From an optimization exercise on the open Yosys and OpenROAD flow, aimed at small area, a short achievable clock period and few clock cycles per item; shortcuts taken in it are not production practice. Where RTL was checked, it was by simulation tests only, not by an equivalence proof against the original. Power and IR drop assume default switching activity.

==> inputs of v21 <==
## alu_arbiter
module alu_arbiter
#(
  parameter int WIDTH   = 32,
  parameter int MUL_LAT = 3
) (
  input  logic             clk,
  input  logic             rst_n,
  input  logic             req0_valid,
  output logic             req0_ready,
  input  logic [2:0]       req0_op,
  input  logic [WIDTH-1:0] req0_a,
  input  logic [WIDTH-1:0] req0_b,
  input  logic             req1_valid,
  output logic             req1_ready,
  input  logic [2:0]       req1_op,
  input  logic [WIDTH-1:0] req1_a,
  input  logic [WIDTH-1:0] req1_b,
  output logic             resp_valid,
  input  logic             resp_ready,
  output logic             resp_id,
  output logic [WIDTH-1:0] resp_data,
  output logic             resp_zero,
  output logic             resp_neg
);
Settings: LEC_CHECK=0, CAP_MARGIN=20, CORE_MARGIN=2, CORE_UTILIZATION=65, PLACE_DENSITY=0.75, SLEW_MARGIN=20, SYNTH_HIERARCHICAL=1, SYNTH_MINIMUM_KEEP_SIZE=0; clock period 12.5 ns.
standard.sh (not shown) runs the stock make flow with config.mk's settings and CLKGATE_MAP_FILE= SYNTH_SCRIPT=/design/flow/synth_recipe.tcl, a recipe that flattens the netlist after the stock synthesis.
==> flow/flow/run.sh <==
#!/bin/bash
# Layout: the standard ORFS flow (standard.sh), unchanged except for
# make-variable settings: a larger setup repair target (the SDC, clock period
# and I/O delays are untouched), plain buffers on the ports, and clock tree
# synthesis without dummy loads.
set -euo pipefail
bash standard.sh \
  SETUP_SLACK_MARGIN=6.75 \
  "BUFFER_PORTS_ARGS=-buffer_cell sky130_fd_sc_hd__buf_1" \
  "CTS_ARGS=-sink_clustering_enable -repair_clock_nets -dont_use_dummy_load" \
  finish > standard_flow.log 2>&1
==> inputs of v36, as changes to v21 <==
--- a/flow/design.v
+++ b/flow/design.v
@@ -835,12 +835,13 @@
   alu_fa u_s526 (.a(c462), .b(s463), .c(s399), .s(s526), .co(c527));
   wire s528, c529;
   alu_fa u_s528 (.a(c464), .b(s465), .c(s403), .s(s528), .co(c529));
   wire s530;
   alu_fa u_s530 (.a(c466), .b(s467), .c(s406), .s(s530), .co());
   logic [31:0] ms, mc, s;
+  logic flag;
   assign ms[0] = s468;
   assign mc[0] = pp_0_0;
   assign ms[1] = c469;
   assign mc[1] = s470;
   assign ms[2] = c471;
   assign mc[2] = s472;
@@ -900,14 +901,14 @@
   assign mc[29] = s526;
   assign ms[30] = c527;
   assign mc[30] = s528;
   assign ms[31] = c529;
   assign mc[31] = s530;
   assign s = ms + mc;
-  assign y[31:1] = f ? 31'b0 : s[31:1];
-  assign y[0] = (f & (a[31] ^ by[31])) ? s[31] : (f ? a[31] : s[0]);
+  assign flag = (a[31] ~^ by[31]) ? a[31] : s[31];
+  assign y = f ? {31'b0, flag} : s;
 endmodule
 module alu_fa (input logic a, b, c, output logic s, co);
   assign s  = a ^ b ^ c;
   assign co = (a & b) | (a & c) | (b & c);
 endmodule
 module alu_ha (input logic a, b, output logic s, co);
@@ -951,22 +952,22 @@
   input  logic             resp_ready,
   output logic             resp_id,
   output logic [WIDTH-1:0] resp_data,
   output logic             resp_zero,
   output logic             resp_neg
 );
-  logic last_grant, cap0, cap1, cid, en, acc0, acc1, acc;
+  logic last_grant, cv, cid, en, acc0, acc1, acc;
   logic [2:0] op_g;
   logic [31:0] a_g, b_g, bm_g, by_g, y;
   logic cin_q, f_q;
   logic [31:0] a_q, by_q;
   logic [15:0] one_g, two_g, neg_g, one_q, two_q, neg_q;
   logic cin_g, f_g;
   assign en         = ~resp_valid | resp_ready;
-  assign req0_ready = cap0 & en & (last_grant | ~req1_valid);
-  assign req1_ready = cap1 & en & (~last_grant | ~req0_valid);
+  assign req0_ready = cv & ~cid & en & (last_grant | ~req1_valid);
+  assign req1_ready = cv &  cid & en & (~last_grant | ~req0_valid);
   assign acc0       = req0_valid & req0_ready;
   assign acc1       = req1_valid & req1_ready;
   assign acc        = acc0 | acc1;
   assign op_g = cid ? req0_op : req1_op;
   assign a_g  = cid ? req0_a  : req1_a;
   assign b_g  = cid ? req0_b  : req1_b;
@@ -986,20 +987,18 @@
     endcase
   end
   always_ff @(posedge clk or negedge rst_n) begin
     if (!rst_n) begin
       last_grant <= 1'b1;
       cid        <= 1'b0;
-      cap0       <= 1'b0;
-      cap1       <= 1'b0;
+      cv         <= 1'b0;
       resp_valid <= 1'b0;
     end else begin
       if (acc) last_grant <= acc1;
       cid <= ~cid;
-      cap0 <= cid & req0_valid;
-      cap1 <= ~cid & req1_valid;
+      cv  <= cid ? req0_valid : req1_valid;
       if (en) resp_valid <= acc;
     end
   end
   always_ff @(posedge clk) begin
     a_q   <= a_g;
     one_q <= one_g;
==> flow/flow/run.sh (replaced) <==
#!/bin/bash
# Layout: the standard ORFS flow (standard.sh), unchanged except for
# make-variable settings: a larger setup repair target (the SDC, clock period
# and I/O delays are untouched) and plain buffers on the ports.
set -euo pipefail
MARGIN=7
bash standard.sh \
  SETUP_SLACK_MARGIN=$MARGIN \
  "BUFFER_PORTS_ARGS=-buffer_cell sky130_fd_sc_hd__buf_1" \
  finish > standard_flow.log 2>&1
CORE_UTILIZATION = 40   (was 65)
PLACE_DENSITY = not set   (was 0.75)
==> inputs of v29, as changes to v21 <==
--- a/flow/design.v
+++ b/flow/design.v
@@ -835,12 +835,13 @@
   alu_fa u_s526 (.a(c462), .b(s463), .c(s399), .s(s526), .co(c527));
   wire s528, c529;
   alu_fa u_s528 (.a(c464), .b(s465), .c(s403), .s(s528), .co(c529));
   wire s530;
   alu_fa u_s530 (.a(c466), .b(s467), .c(s406), .s(s530), .co());
   logic [31:0] ms, mc, s;
+  logic flag;
   assign ms[0] = s468;
   assign mc[0] = pp_0_0;
   assign ms[1] = c469;
   assign mc[1] = s470;
   assign ms[2] = c471;
   assign mc[2] = s472;
@@ -900,14 +901,14 @@
   assign mc[29] = s526;
   assign ms[30] = c527;
   assign mc[30] = s528;
   assign ms[31] = c529;
   assign mc[31] = s530;
   assign s = ms + mc;
-  assign y[31:1] = f ? 31'b0 : s[31:1];
-  assign y[0] = (f & (a[31] ^ by[31])) ? s[31] : (f ? a[31] : s[0]);
+  assign flag = (a[31] ~^ by[31]) ? a[31] : s[31];
+  assign y = f ? {31'b0, flag} : s;
 endmodule
 module alu_fa (input logic a, b, c, output logic s, co);
   assign s  = a ^ b ^ c;
   assign co = (a & b) | (a & c) | (b & c);
 endmodule
 module alu_ha (input logic a, b, output logic s, co);
@@ -951,22 +952,22 @@
   input  logic             resp_ready,
   output logic             resp_id,
   output logic [WIDTH-1:0] resp_data,
   output logic             resp_zero,
   output logic             resp_neg
 );
-  logic last_grant, cap0, cap1, cid, en, acc0, acc1, acc;
+  logic last_grant, cv, cid, en, acc0, acc1, acc;
   logic [2:0] op_g;
   logic [31:0] a_g, b_g, bm_g, by_g, y;
   logic cin_q, f_q;
   logic [31:0] a_q, by_q;
   logic [15:0] one_g, two_g, neg_g, one_q, two_q, neg_q;
   logic cin_g, f_g;
   assign en         = ~resp_valid | resp_ready;
-  assign req0_ready = cap0 & en & (last_grant | ~req1_valid);
-  assign req1_ready = cap1 & en & (~last_grant | ~req0_valid);
+  assign req0_ready = cv & ~cid & en & (last_grant | ~req1_valid);
+  assign req1_ready = cv &  cid & en & (~last_grant | ~req0_valid);
   assign acc0       = req0_valid & req0_ready;
   assign acc1       = req1_valid & req1_ready;
   assign acc        = acc0 | acc1;
   assign op_g = cid ? req0_op : req1_op;
   assign a_g  = cid ? req0_a  : req1_a;
   assign b_g  = cid ? req0_b  : req1_b;
@@ -986,20 +987,18 @@
     endcase
   end
   always_ff @(posedge clk or negedge rst_n) begin
     if (!rst_n) begin
       last_grant <= 1'b1;
       cid        <= 1'b0;
-      cap0       <= 1'b0;
-      cap1       <= 1'b0;
+      cv         <= 1'b0;
       resp_valid <= 1'b0;
     end else begin
       if (acc) last_grant <= acc1;
       cid <= ~cid;
-      cap0 <= cid & req0_valid;
-      cap1 <= ~cid & req1_valid;
+      cv  <= cid ? req0_valid : req1_valid;
       if (en) resp_valid <= acc;
     end
   end
   always_ff @(posedge clk) begin
     a_q   <= a_g;
     one_q <= one_g;
==> summary.md <==
| Metric | Value |
|---|---|
| Final Net Count | roughly 2,300 |
| Share of final-layout standard cells stronger than drive strength 1 | 0.165 |
| Result of the run | finished clean |
| Post-CTS setup-driven buffer insertion count | 10 |
| Initial core utilization | 0.403 |
| Final cell area excluding filler cells | around 0.021 mm^2 |
| Fraction of the cycle the final worst path needs | 0.444 |
| Share of cell area taken by flip-flops and latches | 0.165 |
| Most used cells in the layout excluding fill and tap cells | sky130_fd_sc_hd__xnor2_1 (278), sky130_fd_sc_hd__a22oi_1 (240), sky130_fd_sc_hd__fa_1 (228), sky130_fd_sc_hd__buf_1 (172), sky130_fd_sc_hd__nand2_1 (88) |
| Mean instance size in the synthesized netlist | roughly 10 um^2 |
| Final critical path time including I/O delays and setup | roughly 5.6 ns |
The numbers above come from v36.

==> summary.md <==
| Metric | Value |
|---|---|
| Fraction of the cycle the final worst path needs | 0.457 |
| Clock slew seen by the registers of the worst setup and hold paths | ~0.08 ns |
| Data required time at the worst endpoint | 12.66 ns |
| Result of the run | finished clean |
| Final cell area excluding filler cells | around 0.02 mm^2 |
| Post-CTS setup-driven buffer insertion count | 1 |
| Initial core utilization | 0.660 |
| Mean instance size in the synthesized netlist | approximately 9.9 um^2 |
| Final critical path time including I/O delays and setup | about 5.7 ns |
| Number of standard cells after synthesis | between 1,500 and 2,000 |
| Final Net Count | approximately 2,400 |
| Share of cell area taken by flip-flops and latches | 0.174 |
The numbers above come from v21.

==> summary.md <==
| Metric | Value |
|---|---|
| Result of the run | finished clean |
| Initial core utilization | 0.657 |
| Crit path launch type | primary input |
| Power density over cell area | about 260 mW/mm^2 |
| Clock power frac | 0.086 |
| Final cell area excluding filler cells | ~0.020 mm^2 |
| Share of final-layout standard cells stronger than drive strength 1 | 0.118 |
| Fraction of the cycle the final worst path needs | 0.458 |
| Global-route wire length before repair | around 83 mm |
| Final Net Count | 2,271 |
| Synthesized flop and latch total | ~150 |
| Final critical path time including I/O delays and setup | 5.73 ns |
| Post-CTS setup-driven buffer insertion count | 1 |
| Worst voltage drop across the vdd grid | 0.000246 V |
| Power dissipated in combinational cells | between 3000 and 4000 uW |
The numbers above come from v29.

Testbench counts of v36, summed over its fixed seeds: cycles 4,016, items 4,000.
Testbench counts of v29, summed over its fixed seeds: cycles 4,016, items 4,000.
No functional check of the RTL was part of v21.

## static timing again, ports no longer ideal
How much do the figures lean on ideal ports? The routed layouts below were timed once more, with nothing changed but the port constraints. Step 1, drivers: a clkbuf_16 drives clk and a buf_2 each remaining input, both assumed. Step 2 moves the port delays by t, midway between the first and last clock arrival at a register: inputs arrive t later, outputs are due t later. That takes back most of the time a late clock gives input paths. Three values: ideal, step 1, step 2; two values: the first two.
run	t, ns	setup WS [ns]	cell pins on the clock port's net
v21	0.475	6.790 / 6.790 / 6.790	1
v36	0.509	6.948 / 6.911 / 6.911	1
v29	0.476	6.769 / 6.747 / 6.747	1
After both steps every run listed still meets setup and hold. For v36, which loses most, drivers alone change the setup slack by -0.037 ns; drivers and shift together by -0.037 ns.
